This design comes from an exercise in tuning for small area and few clock cycles on the open sky130 flow, not from production work. Only simulation tests tie the RTL to the original design; equivalence was not proved. The flow treats the clock pin as an ideal source, which a real chip does not have.

==> flow/design.v <==
`timescale 1ns/1ns
package sender_pkg;
    localparam logic [7:0] ESC_BYTE   = 8'h10;
    localparam logic [7:0] START_CHAR = 8'h21;
    localparam logic [7:0] CR_CHAR    = 8'h0D;
    localparam logic [7:0] LF_CHAR    = 8'h0A;
endpackage
`timescale 1ns/1ns
`timescale 1ns/1ns
`timescale 1ns/1ns
`timescale 1ns/1ns
`timescale 1ns/1ns
`timescale 1ns/1ns
`timescale 1ns/1ns
module data_sender_top (
    input  logic         clk,
    input  logic         rst,
    input  logic [3:0]   msg_length,
    input  logic [119:0] msg_payload,
    input  logic         msg_ready,
    input  logic         cmd_valid,
    input  logic [7:0]   cmd_char,
    input  logic [31:0]  status_word,
    input  logic [2:0]   status_flags,
    output logic         txd,
    output logic         ready
);
    localparam logic [2:0] S_IDLE = 3'd0,
                           S_BANG = 3'd1,    
                           S_LEN  = 3'd2,    
                           S_PAY  = 3'd3,    
                           S_CR   = 3'd4,
                           S_LF   = 3'd5,
                           S_ESC  = 3'd6;    
    localparam logic [3:0] D_HEAD = 4'b0001;   
    logic [7:0] head;       
    logic [3:0] rem;        
    logic [3:0] d;          
    logic [2:0] seq;
    logic       dup;        
    logic       buf_full;   
    logic       cmd_pend;   
    logic       p4, p2;     
    logic       cw;         
    logic [3:0] cnt;        
    logic [3:0] bitc;       
    logic       nb;         
    logic       esc;        
    logic       txd_q;
    logic       cmd_go, load, lds, keep, nload, nkeep, owed, start, adv, valid;
    logic       bit_v, tick, last, next_byte;
    logic [2:0] b;
    logic [7:0] hexc, ctl;
    assign ready  = !buf_full && !cmd_pend;
    assign txd    = txd_q;
    assign cmd_go = cmd_valid &&
                    (cmd_char == 8'h43 || cmd_char == 8'h52 || cmd_char == 8'h57);
    assign owed  = (seq != S_IDLE) || buf_full || cmd_pend;
    assign tick  = (cnt == 4'd15);
    assign last  = (bitc == 4'd2);
    assign start = tick && last && owed;
    assign adv   = tick && (bitc == 4'd15);
    assign b     = bitc[2:0];
    assign load  = msg_ready && ready;
    assign lds   = start && cmd_pend;
    assign keep  = (!msg_ready || buf_full) && !lds;
    assign nload = !load;
    assign nkeep = !keep;
    sender_ring u_ring (
        .clk(clk), .load(load), .lds(lds), .keep(keep), .nload(nload), .nkeep(nkeep),
        .payload(msg_payload), .p4(p4), .p2(p2), .status_word(status_word),
        .status_flags(status_flags), .head(head)
    );
    assign hexc = (rem < 4'd10) ? {4'h3, rem} : 8'h37 + {4'h0, rem};
    always_comb begin
        case (seq)
            S_BANG: ctl = 8'h21;
            S_LEN:  ctl = hexc;
            S_CR:   ctl = 8'h0D;
            S_LF:   ctl = 8'h0A;
            S_ESC:  ctl = 8'h10;
            default: ctl = 8'h00;
        endcase
    end
    assign valid = (seq != S_PAY) || (d == D_HEAD);
    assign bit_v = (seq == S_PAY) ? head[b] : ctl[b];
    always_ff @(posedge clk) begin
        if (valid && bitc[3]) begin
            nb  <= bit_v;
            esc <= (b == 3'd0 || esc) && (bit_v == (b == 3'd4));
        end
    end
    always_ff @(posedge clk) begin
        if (rst) begin
            cnt   <= 4'd0;
            bitc  <= 4'd2;
            txd_q <= 1'b1;
        end else begin
            cnt <= cnt + 4'd1;
            if (tick) begin
                if (last) begin
                    if (owed) bitc <= 4'd8;
                    txd_q <= !owed;
                end else begin
                    bitc  <= bitc + 4'd1;
                    txd_q <= !bitc[3] || nb;
                end
            end
        end
    end
    assign next_byte = adv && !(seq == S_PAY && esc && !dup);
    always_ff @(posedge clk) begin
        if (rst) begin
            seq      <= S_IDLE;
            buf_full <= 1'b0;
            cmd_pend <= 1'b0;
        end else begin
            if (load) buf_full <= 1'b1;
            if (start) begin
                if (cmd_pend) begin
                    seq      <= S_ESC;
                    buf_full <= lds;
                    cmd_pend <= 1'b0;
                end else if (seq == S_IDLE) begin
                    seq <= S_BANG;
                end
            end else if (next_byte) begin
                case (seq)
                    S_BANG: seq <= S_LEN;
                    S_LEN: begin
                        if (rem == 4'd0) begin
                            seq      <= S_CR;
                            buf_full <= 1'b0;
                        end else begin
                            seq <= S_PAY;
                        end
                    end
                    S_PAY: begin
                        if (rem == 4'd1) begin
                            seq      <= cw ? S_IDLE : S_CR;
                            buf_full <= 1'b0;
                        end
                    end
                    S_CR:  seq <= S_LF;
                    S_LF:  seq <= S_IDLE;
                    S_ESC: seq <= S_PAY;
                    default: seq <= S_IDLE;
                endcase
            end
            if (cmd_go) cmd_pend <= 1'b1;
        end
    end
    always_ff @(posedge clk) begin
        if (adv) dup <= seq == S_PAY && esc && !dup;
        if (cmd_go) begin
            p4 <= cmd_char[4];
            p2 <= cmd_char[2];
        end
        if (lds)       cw <= !(p4 && !p2);
        else if (load) cw <= 1'b0;
        if (load || lds) begin
            rem <= load ? msg_length : (p4 && !p2) ? 4'd6 : 4'd1;
            d   <= D_HEAD;
        end else begin
            if (next_byte && seq == S_PAY) rem <= rem - 4'd1;
            else d <= {d[2:0], d[3] ^ d[2]};
        end
    end
endmodule
module sender_ring (
    input  logic         clk,
    input  logic         load,
    input  logic         lds,
    input  logic         keep,
    input  logic         nload,
    input  logic         nkeep,
    input  logic [119:0] payload,
    input  logic         p4,
    input  logic         p2,
    input  logic [31:0]  status_word,
    input  logic [2:0]   status_flags,
    output logic [7:0]   head
);
    logic [7:0]  ring [15];
    logic        inv;
    logic [47:0] st;
    assign st = {3'b010, p4, 1'b0, p2, 1'b1, !p4 || p2,
                 status_word, 5'b00000, status_flags};
    always_ff @(posedge clk) begin
        for (int k = 0; k < 6; k++)
            ring[k] <= ~((payload[119 - 8*k -: 8] & {8{load}}) |
                         (st[47 - 8*k -: 8] & {8{lds}}) |
                         (ring[k + 1] & {8{keep}}));
        for (int k = 6; k < 15; k++)
            ring[k] <= ~((payload[119 - 8*k -: 8] | {8{nload}}) &
                         (ring[(k + 1) % 15] | {8{nkeep}}));
        inv <= load || lds || !inv;
    end
    assign head = ring[0] ^ {8{inv}};
endmodule
==> flow/config.mk <==
export PLATFORM = sky130hd
export DESIGN_NAME = data_sender_top
export DESIGN_NICKNAME = data_sender_top
export VERILOG_FILES = /design/flow/design.v
export SDC_FILE = /design/flow/constraint.sdc
export NUM_CORES = 4
export LEC_CHECK = 0
export ABC_AREA = 0
export CAP_MARGIN = 20
export CORE_MARGIN = 2
export CORE_UTILIZATION = 60
export PLACE_DENSITY = 0.72
export SLEW_MARGIN = 20
export SYNTH_HIERARCHICAL = 1
==> flow/constraint.sdc <==
create_clock -name core_clock -period 10.0 [get_ports {clk}]
set_input_delay 2.0000 -clock core_clock [delete_from_list [all_inputs] [get_ports {clk}]]
set_output_delay 2.0000 -clock core_clock [all_outputs]
set_load 0.01 [all_outputs]
standard.sh (not shown) runs the stock make flow with config.mk's settings and CLKGATE_MAP_FILE= SYNTH_SCRIPT=/design/flow/synth_recipe.tcl, a recipe that flattens the netlist after the stock synthesis.
==> flow/flow/run.sh <==
#!/bin/bash
# The standard layout with three changes: plain buf_1 cells as the port
# buffers, a clock tree of clkbuf_4 cells without dummy loads, and the clock
# buffers with a high output slew upsized to clkbuf_8 after CTS.
set -euo pipefail
export BUFFER_PORTS_ARGS="-buffer_cell sky130_fd_sc_hd__buf_1"
export CTS_ARGS="-sink_clustering_enable -repair_clock_nets -dont_use_dummy_load -buf_list sky130_fd_sc_hd__clkbuf_4"
export POST_CTS_TCL="$PWD/flow/post_cts.tcl"
bash standard.sh > standard.log 2>&1
==> flow/flow/post_cts.tcl <==
# After clock tree synthesis: upsize the clock buffers whose output slew is
# high, so every flip-flop clock pin stays well inside the slew limit, then
# legalise the placement again.
estimate_parasitics -placement
set upsized 0
foreach inst [[ord::get_db_block] getInsts] {
  set name [$inst getName]
  if {[[$inst getMaster] getName] ne "sky130_fd_sc_hd__clkbuf_4"} { continue }
  if {![string match "clkbuf_*" $name]} { continue }
  set slew [get_property [get_pins $name/X] slew_max]
  if {$slew > 0.095} {
    replace_cell [get_cells $name] sky130_fd_sc_hd__clkbuf_8
    puts "post_cts: upsized $name (slew $slew)"
    incr upsized
  }
}
if {$upsized > 0} {
  detailed_placement
  check_placement -verbose
}
Testbench counts at the start, summed over its fixed seeds: cycles 820,024.
Next try:
--- a/flow/design.v
+++ b/flow/design.v
@@ -30,28 +30,33 @@
                            S_LEN  = 3'd2,    
                            S_PAY  = 3'd3,    
                            S_CR   = 3'd4,
                            S_LF   = 3'd5,
-                           S_ESC  = 3'd6;    
+                           S_ESC  = 3'd6,    
+                           S_PAYC = 3'd7;    
     localparam logic [3:0] D_HEAD = 4'b0001;   
     logic [7:0] head;       
+    logic       inv;        
     logic [3:0] rem;        
     logic [3:0] d;          
     logic [2:0] seq;
     logic       dup;        
     logic       buf_full;   
+    logic [1:0] pq;         
     logic       cmd_pend;   
     logic       p4, p2;     
-    logic       cw;         
     logic [3:0] cnt;        
     logic [3:0] bitc;       
     logic       nb;         
     logic       esc;        
     logic       txd_q;
     logic       cmd_go, load, lds, keep, nload, nkeep, owed, start, adv, valid;
-    logic       bit_v, tick, last, next_byte;
+    logic       bit_v, from_ring, tick, last, next_byte;
     logic [2:0] b;
     logic [7:0] hexc, ctl;
+    assign cmd_pend = pq[1] || pq[0];
+    assign p4     = pq[1];
+    assign p2     = pq[1] && pq[0];
     assign ready  = !buf_full && !cmd_pend;
     assign txd    = txd_q;
     assign cmd_go = cmd_valid &&
                     (cmd_char == 8'h43 || cmd_char == 8'h52 || cmd_char == 8'h57);
@@ -68,9 +73,9 @@
     assign nkeep = !keep;
     sender_ring u_ring (
         .clk(clk), .load(load), .lds(lds), .keep(keep), .nload(nload), .nkeep(nkeep),
         .payload(msg_payload), .p4(p4), .p2(p2), .status_word(status_word),
-        .status_flags(status_flags), .head(head)
+        .status_flags(status_flags), .head(head), .inv(inv)
     );
     assign hexc = (rem < 4'd10) ? {4'h3, rem} : 8'h37 + {4'h0, rem};
     always_comb begin
         case (seq)
@@ -81,10 +86,11 @@
             S_ESC:  ctl = 8'h10;
             default: ctl = 8'h00;
         endcase
     end
-    assign valid = (seq != S_PAY) || (d == D_HEAD);
-    assign bit_v = (seq == S_PAY) ? head[b] : ctl[b];
+    assign from_ring = (seq == S_PAY) || (seq == S_PAYC);
+    assign valid = !from_ring || (d == D_HEAD);
+    assign bit_v = from_ring ? head[b] ^ inv : ctl[b];
     always_ff @(posedge clk) begin
         if (valid && bitc[3]) begin
             nb  <= bit_v;
             esc <= (b == 3'd0 || esc) && (bit_v == (b == 3'd4));
@@ -112,16 +118,16 @@
     always_ff @(posedge clk) begin
         if (rst) begin
             seq      <= S_IDLE;
             buf_full <= 1'b0;
-            cmd_pend <= 1'b0;
+            pq       <= 2'd0;
         end else begin
             if (load) buf_full <= 1'b1;
             if (start) begin
                 if (cmd_pend) begin
                     seq      <= S_ESC;
                     buf_full <= lds;
-                    cmd_pend <= 1'b0;
+                    pq       <= 2'd0;
                 end else if (seq == S_IDLE) begin
                     seq <= S_BANG;
                 end
             end else if (next_byte) begin
@@ -136,29 +142,27 @@
                         end
                     end
                     S_PAY: begin
                         if (rem == 4'd1) begin
-                            seq      <= cw ? S_IDLE : S_CR;
+                            seq      <= S_CR;
                             buf_full <= 1'b0;
                         end
                     end
                     S_CR:  seq <= S_LF;
                     S_LF:  seq <= S_IDLE;
-                    S_ESC: seq <= S_PAY;
+                    S_ESC: seq <= rem[0] ? S_PAYC : S_PAY;
+                    S_PAYC: begin
+                        seq      <= S_IDLE;
+                        buf_full <= 1'b0;
+                    end
                     default: seq <= S_IDLE;
                 endcase
             end
-            if (cmd_go) cmd_pend <= 1'b1;
+            if (cmd_go) pq <= {cmd_char[4], !cmd_char[4] || cmd_char[2]};
         end
     end
     always_ff @(posedge clk) begin
         if (adv) dup <= seq == S_PAY && esc && !dup;
-        if (cmd_go) begin
-            p4 <= cmd_char[4];
-            p2 <= cmd_char[2];
-        end
-        if (lds)       cw <= !(p4 && !p2);
-        else if (load) cw <= 1'b0;
         if (load || lds) begin
             rem <= load ? msg_length : (p4 && !p2) ? 4'd6 : 4'd1;
             d   <= D_HEAD;
         end else begin
@@ -178,12 +182,12 @@
     input  logic         p4,
     input  logic         p2,
     input  logic [31:0]  status_word,
     input  logic [2:0]   status_flags,
-    output logic [7:0]   head
+    output logic [7:0]   head,
+    output logic         inv
 );
     logic [7:0]  ring [15];
-    logic        inv;
     logic [47:0] st;
     assign st = {3'b010, p4, 1'b0, p2, 1'b1, !p4 || p2,
                  status_word, 5'b00000, status_flags};
     always_ff @(posedge clk) begin
@@ -195,6 +199,6 @@
             ring[k] <= ~((payload[119 - 8*k -: 8] | {8{nload}}) &
                          (ring[(k + 1) % 15] | {8{nkeep}}));
         inv <= load || lds || !inv;
     end
-    assign head = ring[0] ^ {8{inv}};
+    assign head = ring[0];
 endmodule
What happened: Die area shrinks by 3.8%. Fmax shrinks by 18%. Non-clock buffer count shrinks by 1. Utilization shrinks by 0.97 points. Setup slack is worse by 780 ps.
Testbench counts after the change, summed over its fixed seeds: cycles 820,024.

[afterwards: timing with drivers on the ports]
No port has a modelled driver above. Below, the same layouts with a new extraction and two added sets of constraints. Step 1, drivers: a clkbuf_16 drives clk and a buf_2 each remaining input, both assumed. Step 2 times the ports against the registers' clock, not the clock port: input delays grow and output delays shrink by t, the midpoint of the rising clock arrivals with the driver on. Three values: no drivers, after step 1, after step 2; two values: the first two.
run	shift t [ns]	slack for setup (ns)	worst data-port slew with drivers (ns)
the first run	0.424	6.479 / 6.490 / 6.066	0.06
the second run	0.429	5.697 / 5.709 / 5.280	0.06
After both steps setup and hold are still met in every run listed. For the second run, which loses most, drivers alone change the setup slack by +0.012 ns; drivers and shift together by -0.417 ns.
